Context: an optimization exercise on an open-source flow, tuned for small area, a short achievable clock period and few clock cycles per item. The choices shown serve that exercise and are no tape-out recipe. In this exercise RTL edits were held to simulation tests only and were not proved equivalent to the original. Power is estimated from default activity; no workload was simulated.

### flow/design.v
package pfr_pkg;
  localparam int NUM_FRAMES_DEF  = 16;
  localparam int STAMP_WIDTH_DEF = 32;
  localparam logic [1:0] OP_ALLOC   = 2'd0;
  localparam logic [1:0] OP_TOUCH   = 2'd1;
  localparam logic [1:0] OP_RELEASE = 2'd2;
  localparam logic [2:0] ST_FREE    = 3'd0;
  localparam logic [2:0] ST_EVICT   = 3'd1;
  localparam logic [2:0] ST_TOUCH   = 3'd2;
  localparam logic [2:0] ST_RELEASE = 3'd3;
  localparam logic [2:0] ST_REJECT  = 3'd4;
  typedef struct packed {
    logic [1:0] opcode;
    logic [3:0] frame_index;
    logic       is_write;
  } cmd_t;
  typedef struct packed {
    logic [3:0] result_frame;
    logic [2:0] status;
    logic       victim_dirty;
  } rsp_t;
endpackage
module page_frame_replacement_top #(
  parameter int NUM_FRAMES  = pfr_pkg::NUM_FRAMES_DEF,
  parameter int STAMP_WIDTH = pfr_pkg::STAMP_WIDTH_DEF
) (
  input  logic          clk,
  input  logic          rst,
  input  logic          start,
  output logic          busy,
  input  pfr_pkg::cmd_t cmd,
  output logic          done,
  output pfr_pkg::rsp_t rsp,
  input  logic          cfg_valid,
  output logic          cfg_ready,
  input  logic          cfg_data
);
  localparam int NF = 16;
  logic [NF-1:0] occ_bits;
  logic [NF-1:0] use_bits;
  logic [NF-1:0] dirty_bits;
  logic [3:0]    hand;
  logic          policy;
  logic [NF-1:0][NF-1:0] age;   
  logic          is_alloc, is_touch, is_rel;
  logic [NF-1:0] idx_oh;
  logic          idx_occ;
  logic          all_occ;
  logic [NF-1:0] free_oh;
  logic [NF-1:0] lru_oh;
  logic [NF-1:0] clk_oh;
  logic [NF-1:0] vic_oh;
  logic [3:0]    vic_idx;
  logic [NF-1:0] hmask;       
  logic [NF-1:0] not_use, cand_a, not_dirty, cand, cand_hi;
  logic          any_a, any_b;
  logic [31:0]   dbl, dbl_first;
  logic [NF-1:0] lt_vic;
  logic [NF-1:0] clr_use;
  logic          wrapped;
  logic [NF-1:0] grant, tch, rel, stamp;
  assign busy      = 1'b0;
  assign cfg_ready = 1'b1;
  always_comb begin
    is_alloc = start && (cmd.opcode == pfr_pkg::OP_ALLOC);
    is_touch = start && (cmd.opcode == pfr_pkg::OP_TOUCH);
    is_rel   = start && (cmd.opcode == pfr_pkg::OP_RELEASE);
    idx_oh   = NF'(1) << cmd.frame_index;
    idx_occ  = occ_bits[cmd.frame_index];
    all_occ = &occ_bits;
    for (int i = 0; i < NF; i++) begin
      free_oh[i] = !occ_bits[i];
      for (int k = 0; k < i; k++) begin
        if (!occ_bits[k]) free_oh[i] = 1'b0;
      end
    end
    for (int i = 0; i < NF; i++) begin
      lru_oh[i] = 1'b1;
      for (int j = 0; j < NF; j++) begin
        if (j < i) lru_oh[i] = lru_oh[i] & !age[j][i];
        if (j > i) lru_oh[i] = lru_oh[i] & age[i][j];
      end
    end
    for (int i = 0; i < NF; i++) hmask[i] = (4'(i) >= hand);
    not_use   = ~use_bits;
    not_dirty = ~dirty_bits;
    cand_a    = not_use & not_dirty;
    any_a     = |cand_a;
    any_b     = |not_use;
    if (any_a)           cand = cand_a;
    else if (any_b)      cand = not_use;
    else if (|not_dirty) cand = not_dirty;
    else                 cand = '1;
    cand_hi = cand & hmask;
    dbl     = {cand, cand_hi};
    for (int i = 0; i < 32; i++) begin
      dbl_first[i] = dbl[i];
      for (int k = 0; k < i; k++) begin
        if (dbl[k]) dbl_first[i] = 1'b0;
      end
    end
    clk_oh  = dbl_first[15:0] | dbl_first[31:16];
    wrapped = !(|cand_hi);
    if (!all_occ)    vic_oh = free_oh;
    else if (policy) vic_oh = lru_oh;
    else             vic_oh = clk_oh;
    vic_idx = '0;
    for (int i = 0; i < NF; i++) begin
      if (vic_oh[i]) vic_idx = vic_idx | 4'(i);
    end
    for (int i = 0; i < NF; i++) begin
      lt_vic[i] = 1'b1;
      for (int k = 0; k <= i; k++) begin
        if (clk_oh[k]) lt_vic[i] = 1'b0;
      end
    end
    if (any_a)        clr_use = '0;
    else if (any_b)   clr_use = wrapped ? (hmask | lt_vic) : (hmask & lt_vic);
    else              clr_use = '1;
    if (!(is_alloc && all_occ && !policy)) clr_use = '0;
    grant = is_alloc ? vic_oh : '0;
    tch   = (is_touch && idx_occ) ? idx_oh : '0;
    rel   = (is_rel && idx_occ) ? idx_oh : '0;
    stamp = grant | tch;
  end
  always_ff @(posedge clk) begin
    if (rst) begin
      occ_bits   <= '0;
      use_bits   <= '0;
      dirty_bits <= '0;
      hand       <= '0;
      policy     <= 1'b0;
      done       <= 1'b0;
    end else begin
      done <= start;
      if (cfg_valid) policy <= cfg_data;
      occ_bits   <= grant | (occ_bits & ~rel);
      use_bits   <= grant | tch | (use_bits & ~rel & ~clr_use);
      dirty_bits <= (cmd.is_write ? tch : '0) | (dirty_bits & ~rel & ~grant);
      if (is_alloc && all_occ && !policy) hand <= vic_idx + 4'd1;
    end
  end
  always_ff @(posedge clk) begin
    rsp.result_frame <= is_alloc ? vic_idx : cmd.frame_index;
    rsp.victim_dirty <= is_alloc && all_occ && |(vic_oh & dirty_bits);
    if (is_alloc)                rsp.status <= all_occ ? pfr_pkg::ST_EVICT : pfr_pkg::ST_FREE;
    else if (is_touch && idx_occ) rsp.status <= pfr_pkg::ST_TOUCH;
    else if (is_rel && idx_occ)   rsp.status <= pfr_pkg::ST_RELEASE;
    else                          rsp.status <= pfr_pkg::ST_REJECT;
  end
  always_ff @(posedge clk) begin
    for (int i = 0; i < NF; i++) begin
      for (int j = i + 1; j < NF; j++) begin
        if (stamp[i])      age[i][j] <= 1'b0;
        else if (stamp[j]) age[i][j] <= 1'b1;
      end
    end
  end
endmodule
### flow/run.sh
#!/bin/bash
# synth_recipe.tcl (not shown) runs the flow's synth.tcl, then flattens the netlist and writes it again
# the make line also repeats each setting of config.mk as NAME=value (left out here)
make -C /OpenROAD-flow-scripts/flow DESIGN_CONFIG=/design/flow/config.mk WORK_HOME=/design/flow/orfs CLKGATE_MAP_FILE= SYNTH_SCRIPT=/design/flow/synth_recipe.tcl finish
### flow/constraint.sdc
create_clock -name core_clock -period 5.0 [get_ports {clk}]
set_input_delay 1.0000 -clock core_clock [delete_from_list [all_inputs] [get_ports {clk}]]
set_output_delay 1.0000 -clock core_clock [all_outputs]
set_load 0.01 [all_outputs]
### flow/config.mk
export PLATFORM = sky130hd
export DESIGN_NAME = page_frame_replacement_top
export DESIGN_NICKNAME = page_frame_replacement_top
export VERILOG_FILES = /design/flow/design.v
export SDC_FILE = /design/flow/constraint.sdc
export NUM_CORES = 4
export LEC_CHECK = 0
export CAP_MARGIN = 20
export CORE_MARGIN = 2
export CORE_UTILIZATION = 40
export SLEW_MARGIN = 20
==> impl_metrics.ini, run 1 <==
[synth]
synth.most_common_cell = dfxtp_1
ys_top_cells_by_count = dfxtp_1, nor2_1, nand2_1
synth-edff-count = 0
ys.flop_type = dfxtp_1
yosysWarnings = 1
async_reset_ff_share_pct = 0
synth.top_cell.area_share_pct = 39.6
synth_seq_cells = 182
syn_inst = 1105
ys_types = 99
seq_area_frac_synth_pct = 39.6
syn_avg_cell_area_um2 = 8.33
synth_fp_nets = 1118
synth_area_leaders = dfxtp_1, nor2_1, o21a_1
synth_area_leader_cell = dfxtp_1
synth_area_um2 = 9210

[floorplanning]
initial_utilization_pct = 40.7
pin_count = 23
die_y_um = 156
core_area_um2 = 22600
dieArea_um2 = 24200
rows = 55
die_w_um = 156

[detailed_routing]
antenna_left = 0
vias = 9378
wl_per_cell_um = 25.8
drc_errors = 0
first_pass_iters = 5
wl_mm = 36.5
drt_iter0_markers = 1244
post_drt_via_cell_ratio = 6.62

[worst_hold_path]
holdCritPathClass = flip-flop to flip-flop
holdPathEnd = age[188]
min-delay-start = age[188]
hold_depth = 2

[pwr]
p_sw_mw = 0.748
pwr-share-seq_pct = 50.4
clkPwrFrac_pct = 45.7
ir_worst_vdd_uv = 266
power_density_nw_per_um2 = 288
sw_frac_of_total_pct = 25.1
pwr-share-comb_pct = 3.9
p_leak_nw = 3.52
power.total_mw = 2.98
p_int_mw = 2.23

[worst_setup_path]
start_kind = flip-flop
arrival_ns = 4.93
regToRegSetupSlack_ns = 0.42
critPathKind = flip-flop to flip-flop
crit_path_end_kind = flip-flop
reg2reg_depth = 14
r2r-start = use_bits[4]
worst_ep_required_time_ns = 5.35
path_max_fanout = 12
rr_endpoint = hand[2]

[clocking]
cts_setup_buffers = 0
clk_latency_ns = 0.44
clk_pin_slew_ns = 0.08
cts_resized = 0
cts-root-buf = clkbuf_16
cts.sinks = 182
tritoncts = built
cts_hold_buf = 0
h-tree-depth = 4
numCtsBuffers = 17
clock_tree.buffer_depth = 2

[finish]
nets = 1131
nFillCells = 2216
syn_to_final_growth_pct = 12.2
antenna_cells = 0
regArea_um2 = 3640
multi_input_area_um2 = 5230
drive_gt1_share_pct = 11.4

[sta]
finalCritPeriodShare_pct = 91.6
period_needed_ns = 4.58
slew_viol_final = 0
setup_viol = 0
finClkSkew_ns = 0.00996
hold_viol = 0
setup-tns-final_ns = 0
max_slew.worst_pin.slew_ns = 1.15
max_slew_margin_pct = 23.6
rsz0062_at_grt = false
max_freq_mhz = 218

[grt]
grt_max_degree = 58
first_global_vias = 8823
antenna_found_initial = 1
grtUsageTotal_pct = 30.4
overflow = 0
grt_pass1_wl_mm = 55.7

[job]
drv_cap = 0

[place]
dpl.hpwl_mm = 27.6
io_buffer_count = 20
globalplace.congestion = 1.05

[status]
status = finished clean
==> sequential cells by signal, summed over array words and instances, names as in the netlist <==
name / flops
use_bits: 16
done: 1
hand: 4
policy: 1
occ_bits: 16
rsp: 8
dirty_bits: 16
age: 120
==> stage by stage <==
| stage | util (%) | cells | area (um^2) | hold slack (ns) | worst slack (ns) |
|---|---|---|---|---|---|
| final | 45.6 | 1416 | 10300 | 0.482 | 0.421 |
| after global routing | 45.6 | 1416 | 10300 | 0.522 | 0.167 |
| after CTS | 45.6 | 1416 | 10300 | 0.486 | 0.618 |
| after detailed placement | 43.0 | 1384 | 9740 | 0.475 | 0.158 |
| after global placement | 43.0 | 1384 | 9740 | 0.465 | 0.116 |
| after floorplan | - | 1105 | 9210 | 0.445 | 1.39 |
==> worst max-delay path, stage by stage (launching register included) <==
cell	delay, ns
dfxtp_1	0.55
nand4_2	0.26
o41ai_1	0.86
a22oi_1	0.23
o311ai_2	0.45
a31oi_2	0.11
nand4b_4	0.26
nor4_1	0.15
o21ai_0	0.32
o211ai_1	0.19
nor3_1	0.31
nand3_1	0.17
ha_1	0.26
a2111o_1	0.30
o311ai_1	0.08
==> power groups by stage <==
| stage | Combinational [mW] | Clock, mW | Sequential [mW] |
|---|---|---|---|
| finish | 0.118 | 1.36 | 1.50 |
| global route | 0.127 | 1.42 | 1.50 |
| CTS | 0.116 | 1.37 | 1.50 |
| detailed placement | 0.115 | 0 | 1.53 |
| global placement | 0.116 | 0 | 1.53 |
| floorplan | 0.0702 | 0 | 1.53 |
==> area by class of cell <==
| class | count | area share (%) |
|---|---|---|
| Clock buffer | 17 | 4.12 |
| Clock inverter | 15 | 1.63 |
| Inverter | 15 | 0.545 |
| Multi-Input combinational cell | 847 | 50.6 |
| Sequential cell | 182 | 35.3 |
| Tap cell | 285 | 3.45 |
| Timing Repair Buffer | 55 | 4.43 |
==> worst max-delay path by stage <==
stage                     start           to  slack [ns]  cells after the start
floorplan                cmd[1]  use_bits[5]        1.39                     11
global placement         cmd[1]  use_bits[5]        0.12                     10
detailed placement       cmd[1]  use_bits[5]        0.16                     10
CTS                      cmd[1]  use_bits[5]        0.62                     10
global route        use_bits[4]      hand[2]        0.17                     14
finish              use_bits[4]      hand[2]        0.42                     14
==> cell families after synthesis <==
group,after synthesis,synth area share (%)
adder cells (fa/ha/maj),1,0.136
flip-flops,182,39.6
multiplexers,9,1.69
other,2,0.0816
AO/OA/AOI/OAI,323,26.5
AND/OR/NAND/NOR,512,28.3
buffers and inverters,76,3.76
==> metal layers <==
layer  wire (um)  global-route usage, %  share of wire (%)
met1       14800                   40.2                 41
met2       16400                   48.5                 45
met3        3370                   4.56                9.2
met4        1860                   14.8                5.1
met5          13                      0              0.036
==> cell usage in the layout (no fill, tap or decap), drive strengths merged, types with 7 or more instances in the layout <==
master / netlist / final
dfxtp: 182 / 182
nor2: 170 / 170
nand2: 118 / 118
o21a: 79 / 79
a21oi: 50 / 50
o21ai: 50 / 50
nand3: 42 / 42
nand4: 38 / 38
buf: 27 / 36
nor4: 34 / 34
inv: 15 / 21
a32oi: 20 / 20
nor3: 20 / 20
clkdlybuf4s50: 0 / 19
clkbuf: 34 / 17
nor4b: 15 / 15
and2: 14 / 14
a22oi: 13 / 13
nand2b: 12 / 12
o22ai: 12 / 12
a31oi: 12 / 12
o211ai: 12 / 12
o31ai: 9 / 9
nand3b: 7 / 7
nand4b: 7 / 7
Testbench counts, summed over its fixed seeds: cycles 6,424, requests 6,400.
==> run 2: changes to the inputs <==
--- a/flow/config.mk
+++ b/flow/config.mk
@@ -10,2 +10,3 @@
 export CORE_UTILIZATION = 40
+export SETUP_SLACK_MARGIN = 1
 export SLEW_MARGIN = 20
==> impl_metrics.ini, run 2 <==
[worst_setup_path]
cp_num_buf_inv = 2
arrival_ns = 4.21
worst_ep_required_time_ns = 5.28
crit_path_end_kind = flip-flop
crit_slowest_cell = or4_4
start_kind = flip-flop
path_max_fanout = 8
crit_top_cell = buf_4
critPathKind = flip-flop to flip-flop
crit_chain = nand4_1 -> buf_4 -> or4_4 -> nand2_4 -> nand2b_1 -> o31a_1 -> buf_4 -> o211a_2 -> and4b_4 -> a221oi_4 -> and3_2 -> nand3_2 -> o31ai_1 -> a21oi_1
slowest_delay_ns = 0.64
cp_top_family = simple AND/OR/NAND/NOR gates

[synth]
synth_area_leader_cell = dfxtp_1
synth.most_common_cell = dfxtp_1
syn_inst = 1105
synth-edff-count = 0
synth_area_um2 = 9210
seq_area_frac_synth_pct = 39.6
synth_fp_nets = 1118
synth_area_leaders = dfxtp_1, nor2_1, o21a_1
ys.flop_type = dfxtp_1
synth_seq_cells = 182
synth.top_cell.area_share_pct = 39.6
async_reset_ff_share_pct = 0
ys_top_cells_by_count = dfxtp_1, nor2_1, nand2_1
yosysWarnings = 1
ys_types = 99
syn_avg_cell_area_um2 = 8.33

[sta]
max_slew.worst_pin.slew_ns = 1.17
period_needed_ns = 3.93
max_slew_margin_pct = 22.1
finalCritPeriodShare_pct = 78.5
setup-tns-final_ns = 0
setup_viol = 0
hold_viol = 0
max_freq_mhz = 255
rsz0062_at_grt = true
setup_ws_ns = 1.07
finClkSkew_ns = 0.0106
slew_viol_final = 0

[grt]
grtUsageTotal_pct = 30.7
antenna_found_initial = 1
first_global_vias = 8887
grt_max_degree = 58
grt_pass1_wl_mm = 56.2
overflow = 0

[floorplanning]
initial_utilization_pct = 40.7
die_w_um = 156
core_area_um2 = 22600
pin_count = 23
dieArea_um2 = 24200
die_y_um = 156
rows = 55

[clocking]
cts.sinks = 182
numCtsBuffers = 17
cts-root-buf = clkbuf_16
tritoncts = built
clock_tree.buffer_depth = 2
h-tree-depth = 4
clk_latency_ns = 0.44
clk_pin_slew_ns = 0.08

[detailed_routing]
wl_per_cell_um = 26.1
post_drt_via_cell_ratio = 6.62
first_pass_iters = 7
antenna_left = 0
drt_iter0_markers = 1306
wl_mm = 37.7
vias = 9583
drc_errors = 0

[place]
globalplace.congestion = 1.05
dpl.hpwl_mm = 27.6
pre_cts_ws_ns = 0.158
io_buffer_count = 20
placed_area_um2 = 9740

[pwr]
pwr-share-comb_pct = 4.1
p_leak_nw = 3.84
sw_frac_of_total_pct = 25.2
ir_worst_vdd_uv = 261
p_sw_mw = 0.751
power_density_nw_per_um2 = 270
pwr-share-seq_pct = 50.3
p_int_mw = 2.23
power.total_mw = 2.98
clkPwrFrac_pct = 45.6

[finish]
final_core_util_pct = 48.7
regMostFlops = age
antenna_cells = 0
nets = 1163
postLayoutCellArea_um2 = 11000
largest_register_ffs = 120
final_common_cell = nor2_1
drive_gt1_share_pct = 19.4
final_cell_mix = nor2_1, dfxtp_1, nand2_1, o21a_1, buf_4
nFillCells = 2143
syn_to_final_growth_pct = 19.8

[status]
status = finished clean

[job]
drv_cap = 0

[worst_hold_path]
holdCritPathClass = flip-flop to flip-flop
-- run 2: stage by stage --
stage,cells,hold WS (ns)
3_5_place_dp,1384,0.475
4_1_cts,1425,0.485
3_3_place_gp,1384,0.465
6_report,1448,0.483
5_1_grt,1448,0.513
2_1_floorplan,1105,0.445
-- run 2: path summary, 6_finish.rpt --
kind,start,end,slack (ns),cells after the start
min reg2reg,age[188],age[188],0.48,2
max,use_bits[9],use_bits[12],1.07,14
max reg2reg,use_bits[9],use_bits[12],1.07,14
min,age[188],age[188],0.48,2
-- run 2: cells by family after synthesis --
logic type / after synthesis / share of synthesized area, %
simple gates: 512 / 28.3
compound gates: 323 / 26.5
flops: 182 / 39.6
buf+inv: 76 / 3.76
mux: 9 / 1.69
other cells: 2 / 0.0816
fa+ha+maj: 1 / 0.136
-- run 2: routing by layer --
layer | share of wire [%] | up-vias | global-route usage, %
met5 | 0.034 | - | 0
met4 | 5.7 | 2 | 14.3
li1 | - | 4238 | -
met3 | 8.4 | 155 | 5.53
met2 | 45 | 576 | 49.5
met1 | 41 | 4612 | 39.9
-- run 2: worst min-delay path, stage by stage, from the launching register on --
cell and delay (ns):
dfxtp_1 0.31, inv_1 0.07, a21oi_1 0.06
-- run 2: repair_timing --
action	in CTS	in global routing
resized for setup	26	71
gates cloned	1	2
pin swaps	5	19
setup buffers	8	21
hold buffers	0	0
setup endpoints to repair	120	150
-- run 2: cell type report --
class | instances | area [um^2] | area share [%]
Multi-Input combinational cell | 850 | 5650 | 51.2
Sequential cell | 182 | 3670 | 33.3
Timing Repair Buffer | 84 | 703 | 6.37
Clock buffer | 17 | 425 | 3.86
Tap cell | 285 | 357 | 3.23
Clock inverter | 15 | 169 | 1.53
Inverter | 15 | 56.3 | 0.510
-- run 2: power by group through the flow --
| stage | combinational (mW) | sequential (mW) | clock [mW] |
|---|---|---|---|
| global route | 0.132 | 1.50 | 1.42 |
| CTS | 0.117 | 1.50 | 1.37 |
| floorplan | 0.0702 | 1.53 | 0 |
| finish | 0.124 | 1.50 | 1.36 |
| detailed placement | 0.115 | 1.53 | 0 |
| global placement | 0.116 | 1.53 | 0 |
==> run 3: changes to the inputs <==
--- a/flow/config.mk
+++ b/flow/config.mk
@@ -10,3 +10,3 @@
 export CORE_UTILIZATION = 40
-export SETUP_SLACK_MARGIN = 1
+export SETUP_SLACK_MARGIN = 2
 export SLEW_MARGIN = 20
==> impl_metrics.ini, run 3 <==
[status]
status = finished clean

[sta]
worst_hold_slack_ns = 0.481
slew_viol_final = 0
finClkSkew_ns = 0.0117
rsz0062_at_grt = true
finalCritPeriodShare_pct = 76.4
max_slew_margin_pct = 32.1
period_needed_ns = 3.82
setup-tns-final_ns = 0
max_freq_mhz = 262
setup_viol = 0
max_slew.worst_pin.slew_ns = 1.02
hold_viol = 0

[place]
placed_area_um2 = 9930
globalplace.congestion = 1.02
dpl.hpwl_mm = 27.6
io_buffer_count = 20

[floorplanning]
pin_count = 23
initial_utilization_pct = 40.7
core_area_um2 = 22600
die_w_um = 156
die_y_um = 156
rows = 55
dieArea_um2 = 24200

[clocking]
tritoncts = built
cts-root-buf = clkbuf_16
cts.sinks = 182
clock_tree.buffer_depth = 2
numCtsBuffers = 17
clk_pin_slew_ns = 0.08
clk_latency_ns = 0.45
cts_hold_buf = 0
h-tree-depth = 4

[worst_setup_path]
cp_top_family = compound AO/OA/AOI/OAI gates
arrival_ns = 4.17
crit_slowest_cell = or4_4
path_max_fanout = 5
crit_top_cell = buf_4
crit_chain = nand4_1 -> or4_4 -> nand2_4 -> nand2b_4 -> o31a_1 -> o211ai_1 -> buf_4 -> nor4_4 -> buf_4 -> o221ai_4 -> o21ai_4 -> nor2_4 -> nand3_4 -> ha_2 -> a2111o_1 -> o311ai_1
worst_ep_required_time_ns = 5.35
cp_num_buf_inv = 2
slowest_delay_ns = 0.70
start_kind = flip-flop
crit_path_end_kind = flip-flop
critPathKind = flip-flop to flip-flop

[finish]
postLayoutCellArea_um2 = 13200
final_cell_mix = nor2_1, dfxtp_1, buf_4, nand2_1, o21a_1
antenna_cells = 0
drive_gt1_share_pct = 35.2
final_core_util_pct = 58.3
nets = 1274
largest_register_ffs = 120
syn_to_final_growth_pct = 43.3
final_common_cell = nor2_1
regMostFlops = age

[detailed_routing]
drc_errors = 0
wl_met2_mm = 18.9
wl_mm = 42.3
highest_layer = met4
first_pass_iters = 6
route.met3.wl_mm = 4.10
wl_met1_mm = 16.2
post_drt_via_cell_ratio = 6.71
antenna_left = 0
vias = 10500
drt_iter0_markers = 1309
wl_per_cell_um = 27.2

[synth]
synth_area_um2 = 9210
synth.most_common_cell = dfxtp_1
synth_area_leader_cell = dfxtp_1
ys.flop_type = dfxtp_1
ys_types = 99
syn_avg_cell_area_um2 = 8.33
synth_seq_cells = 182
syn_inst = 1105
synth_fp_nets = 1118
ys_top_cells_by_count = dfxtp_1, nor2_1, nand2_1
synth-edff-count = 0
async_reset_ff_share_pct = 0
yosysWarnings = 1
seq_area_frac_synth_pct = 39.6
synth_area_leaders = dfxtp_1, nor2_1, o21a_1
synth.top_cell.area_share_pct = 39.6

[pwr]
p_leak_nw = 4.77
power_density_nw_per_um2 = 232
ir_worst_vdd_uv = 267
power.total_mw = 3.06

[grt]
grt_max_degree = 58
grt_pass1_wl_mm = 61.2
grtUsageTotal_pct = 33.8
overflow = 0
antenna_found_initial = 0
first_global_vias = 9751

[worst_hold_path]
holdCritPathClass = flip-flop to flip-flop

[job]
drv_cap = 0
-- run 3: changes by cell type in the layout (fill, tap and decap cells not counted), sizes merged, moves of 2 or more --
cell	change
buf	+105
clkdlybuf4s15	+2
o21ai	+5
clkinv	+3
o21a	+2
clkinvlp	-3
-- run 3: metrics by stage --
stage	worst slack, ns	std cells
2_1_floorplan	1.64	1105
3_3_place_gp	0.329	1378
3_5_place_dp	0.491	1378
4_1_cts	1.32	1516
5_1_grt	1.04	1559
6_report	1.18	1559
-- run 3: final timing paths --
kind	start	to	slack [ns]	cells past startpoint
max	use_bits[14]	hand[2]	1.18	16
min	age[188]	age[188]	0.48	2
max reg2reg	use_bits[14]	hand[2]	1.18	16
min reg2reg	age[188]	age[188]	0.48	2
-- run 3: logic make-up (layout without fill, tap and decap cells) --
kind of cell,after synthesis,in the layout,share of synthesized area (%)
buffers and inverters,76,236,3.76
muxes,9,9,1.69
DFF,182,182,39.6
AOI/OAI and AO/OA,323,330,26.5
adders and majority gates,1,1,0.136
other,2,2,0.0816
and+or+nand+nor,512,514,28.3
-- run 3: per-layer routing --
layer	up-vias	global-route usage (%)
met5	-	0
met2	741	53.3
li1	4466	-
met1	5023	43.1
met4	0	19.9
met3	235	6.64
-- run 3: what timing repair did --
action | CTS | global route
gates resized for setup | 200 | 103
endpoints found under the setup margin | 180 | 177
setup buffers | 96 | 42
pin swaps | 65 | 57
cloned | 10 | 1
-- run 3: final cells by class --
type | count | area, um^2
Inverter | 15 | 56.3
Clock buffer | 17 | 425
Fill cell | 1900 | 9440
Tap cell | 285 | 357
Multi-Input combinational cell | 856 | 6730
Timing Repair Buffer | 189 | 1690
Sequential cell | 182 | 3740
Clock inverter | 15 | 196
-- run 3: worst register-to-register path: cells and delay by family, from the launching register on --
family	cells	cell delay (ns)
AOI/OAI and AO/OA	6	1.40
adders and majority gates	1	0.21
buffers and inverters	2	0.36
DFF	1	0.38
and+or+nand+nor	7	1.39
-- run 3: report_power, final --
part           switching [mW]  internal (mW)  leakage, nW  total (mW)
clock                   0.726          0.690        0.299        1.42
combinational          0.0949         0.0567         2.97       0.152
sequential             0.0282           1.46         1.50        1.49
total                   0.849           2.21         4.77        3.06

-- re-timing with driven ports --
How much do the figures lean on ideal ports? The routed layouts below were timed once more, with nothing changed but the port constraints.
Step 1 assumes that a clkbuf_16 drives the clock port and a buf_2 every other input.
Step 2 also shifts input and output timing later by t, the mid clock arrival at the registers, as if the neighbouring blocks saw the same clock.
a / b / c = ideal / step 1 / step 2; a / b = the first two.
| run | t (ns) | setup slack, ns | worst setup path at the end | clock arrival spread, ns | cell pins on the clock port's net |
|---|---|---|---|---|---|
| run 1 | 0.482 | 0.421 / 0.421 / 0.006 | input to register | 0.010 / 0.010 | 1 |
| run 2 | 0.480 | 1.073 / 1.061 / 0.581 | input to register | 0.011 / 0.010 | 1 |
| run 3 | 0.489 | 1.180 / 1.180 / 1.006 | input to register | 0.012 / 0.012 | 1 |
After both steps every run listed still meets setup and hold. The setup slack of run 2, which loses most, moves by -0.012 ns with the drivers and by -0.492 ns with both steps.
